This is an optimization exercise on Yosys and OpenROAD, whose aim is small area and a short achievable clock period, not a production implementation. Where RTL was checked, it was by simulation tests only, not by an equivalence proof against the original.

==> run a: inputs <==
// rob_top
module rob_top
(
   input  logic       clock,
   input  logic       reset,
   input  logic       dispatch_valid_a,
   input  logic       dispatch_valid_b,
   input  logic [4:0] opcode_a,
   input  logic [4:0] opcode_b,
   input  logic [5:0] told_a,
   input  logic [5:0] told_b,
   output logic       dispatch_ready,
   output logic [4:0] rob_idx_a,
   output logic [4:0] rob_idx_b,
   input  logic       cdb_valid_a,
   input  logic       cdb_valid_b,
   input  logic       cdb_valid_c,
   input  logic       cdb_valid_d,
   input  logic [4:0] cdb_idx_a,
   input  logic [4:0] cdb_idx_b,
   input  logic [4:0] cdb_idx_c,
   input  logic [4:0] cdb_idx_d,
   output logic       retire_en_a,
   output logic       retire_en_b,
   output logic [5:0] retire_told_a,
   output logic [5:0] retire_told_b,
   output logic [1:0] retire_count,
   output logic       rob_full,
   output logic       rob_almost_full,
   output logic       rob_empty,
   output logic [4:0] rob_head,
   output logic [4:0] rob_tail,
   output logic [5:0] rob_count
);
clock: 5.5 ns
lec_check: 0
cap_margin: 20
core_margin: 2
core_utilization: 60
setup_slack_margin: 3.5
slew_margin: 20
standard.sh (not shown) runs the stock make flow with config.mk's settings and CLKGATE_MAP_FILE= SYNTH_SCRIPT=/design/flow/synth_recipe.tcl, a recipe that flattens the netlist after the stock synthesis.
==> flow/flow/run.sh <==
#!/bin/bash
# Standard ORFS layout, with plain buffers on the ports instead of the delay
# buffers buffer_ports picks by default, and sizing free to change a cell's
# footprint.
set -euo pipefail
cd "$(dirname "$0")/.."
export BUFFER_PORTS_ARGS="-buffer_cell sky130_fd_sc_hd__buf_2"
bash standard.sh MATCH_CELL_FOOTPRINT=0 finish > orfs_make.log 2>&1
==> run b (differences from run a) <==
--- a/flow/design.v
+++ b/flow/design.v
@@ -104,43 +104,51 @@
             st_o[j]   <= wst_o;
             told_o[j] <= wtold_o;
          end
          else if (set[2*j+1])
             cpl_o[j]  <= 1'b1;
       end
    end
    logic [3:0] ridx_e, ridx_o;
-   logic       rc_e, rc_o, rs_e, rs_o;
+   logic       rs_e, rs_o;
    logic [5:0] rt_e, rt_o;
    logic       cpl_h, cpl_n, st_h, st_n;
    logic       hit_h, hit_n;
    logic [5:0] left;        
    logic       l1, l2, ch, cn;
    logic       ret1, ret2;
    assign ridx_o = nh[4:1];
    assign ridx_e = nh1[4:1];
    logic [15:0] sel_e, sel_o;
    always_comb
    begin
-      rc_e = 1'b0; rc_o = 1'b0; rs_e = 1'b0; rs_o = 1'b0; rt_e = '0; rt_o = '0;
+      rs_e = 1'b0; rs_o = 1'b0; rt_e = '0; rt_o = '0;
       for (int j = 0; j < 16; j++)
       begin
          sel_e[j] = (ridx_e == 4'(j));
          sel_o[j] = (ridx_o == 4'(j));
-         rc_e = rc_e | (sel_e[j] & cpl_e[j]);
-         rc_o = rc_o | (sel_o[j] & cpl_o[j]);
          rs_e = rs_e | (sel_e[j] & st_e[j]);
          rs_o = rs_o | (sel_o[j] & st_o[j]);
          rt_e = rt_e | ({6{sel_e[j]}} & told_e[j]);
          rt_o = rt_o | ({6{sel_o[j]}} & told_o[j]);
       end
    end
-   assign cpl_h = nh[0] ? rc_o : rc_e;
-   assign cpl_n = nh[0] ? rc_e : rc_o;
+   logic [31:0] cpl_all;
+   always_comb
+   begin
+      cpl_h = 1'b0;
+      cpl_n = 1'b0;
+      for (int i = 0; i < 32; i++)
+      begin
+         cpl_all[i] = (i % 2 == 0) ? cpl_e[i/2] : cpl_o[i/2];
+         cpl_h = cpl_h | ((nh  == 5'(i)) & cpl_all[i]);
+         cpl_n = cpl_n | ((nh1 == 5'(i)) & cpl_all[i]);
+      end
+   end
    assign st_h  = nh[0] ? rs_o : rs_e;
    assign st_n  = nh[0] ? rs_e : rs_o;
    assign hit_h = (cdb_valid_a & (cdb_idx_a == nh)) | (cdb_valid_b & (cdb_idx_b == nh)) |
                   (cdb_valid_c & (cdb_idx_c == nh)) | (cdb_valid_d & (cdb_idx_d == nh));
    assign hit_n = (cdb_valid_a & (cdb_idx_a == nh1)) | (cdb_valid_b & (cdb_idx_b == nh1)) |
                   (cdb_valid_c & (cdb_idx_c == nh1)) | (cdb_valid_d & (cdb_idx_d == nh1));
    assign left = count - 6'(rc);
    assign l1   = (left != 6'd0);
CTS_CLUSTER_DIAMETER = 80   (was default)
CTS_CLUSTER_SIZE = 24   (was default)
SETUP_SLACK_MARGIN = 3.0   (was 3.5)
TNS_END_PERCENT = 10   (was default)
==> run c (differences from run a) <==
CORE_UTILIZATION = 70   (was 60)
CTS_CLUSTER_DIAMETER = 80   (was default)
CTS_CLUSTER_SIZE = 24   (was default)
PLACE_DENSITY = 0.72   (was default)
SETUP_SLACK_MARGIN = 3.25   (was 3.5)
TNS_END_PERCENT = 0   (was default)
==> flow_metrics.env <==
export IMPL_status="timing/DRC/antenna clean"
export IMPL_setup_ws_ps=2847
export IMPL_clock_power_share_pct=17.3
export IMPL_rows=56
export IMPL_ir_drop_mv=0.4221
-- figures above: run b

==> flow_metrics.env <==
export IMPL_rows=55
export IMPL_status="timing/DRC/antenna clean"
export IMPL_fmax_mhz=360.6
export IMPL_clock_power_share_pct=23.1
export IMPL_setup_ws_ps=2727
export IMPL_p_switching_mw=3.406
export IMPL_ir_drop_mv=0.5162
-- figures above: run a

==> flow_metrics.env <==
export IMPL_status="timing/DRC/antenna clean"
export IMPL_clock_power_share_pct=18.8
export IMPL_intPower_mw=4.557
export IMPL_cts_root_buffer="clkbuf_16"
export IMPL_rows=51
export IMPL_hold_end="cpl_o[9]"
export IMPL_wirelength_um=42640
export IMPL_setup_ws_ps=2738
-- figures above: run c

Only the layout flow was run in run b; the RTL was not checked for function there.

==> afterwards: timing with drivers on the ports <==
The results above use ideal ports. As a check the final layouts listed here were re-extracted and re-timed, cells and wires unchanged.
Step 1 (the two cells are an assumption about what drives the block):
set clk [get_ports {clock}]
set_driving_cell -lib_cell sky130_fd_sc_hd__clkbuf_16 $clk
set_driving_cell -lib_cell sky130_fd_sc_hd__buf_2 [delete_from_list [all_inputs] $clk]
Step 2 adds t to the input delays and takes it off the output delays; t is the mean of the earliest and latest rising clock arrival at the registers after step 1. Input paths then give back, and output paths get back, about the clock's delay inside the block.
Three values: no drivers, after step 1, after step 2; two values: the first two.
run	t, ns	slack for setup (ns)	hold slack, ns	worst setup path at the end	latest minus earliest clock arrival (ns)
run a	0.631	2.727 / 2.727 / 2.257	0.486 / 0.486 / 0.486	input to register	0.022 / 0.022
run b	0.554	2.847 / 2.857 / 2.322	0.532 / 0.532 / 0.532	input to register	0.022 / 0.022
run c	0.557	2.738 / 2.738 / 2.370	0.483 / 0.483 / 0.483	input to register	0.018 / 0.018
After both steps setup and hold are still met in every run listed. For run b, which loses most, drivers alone change the setup slack by +0.010 ns; drivers and shift together by -0.525 ns.
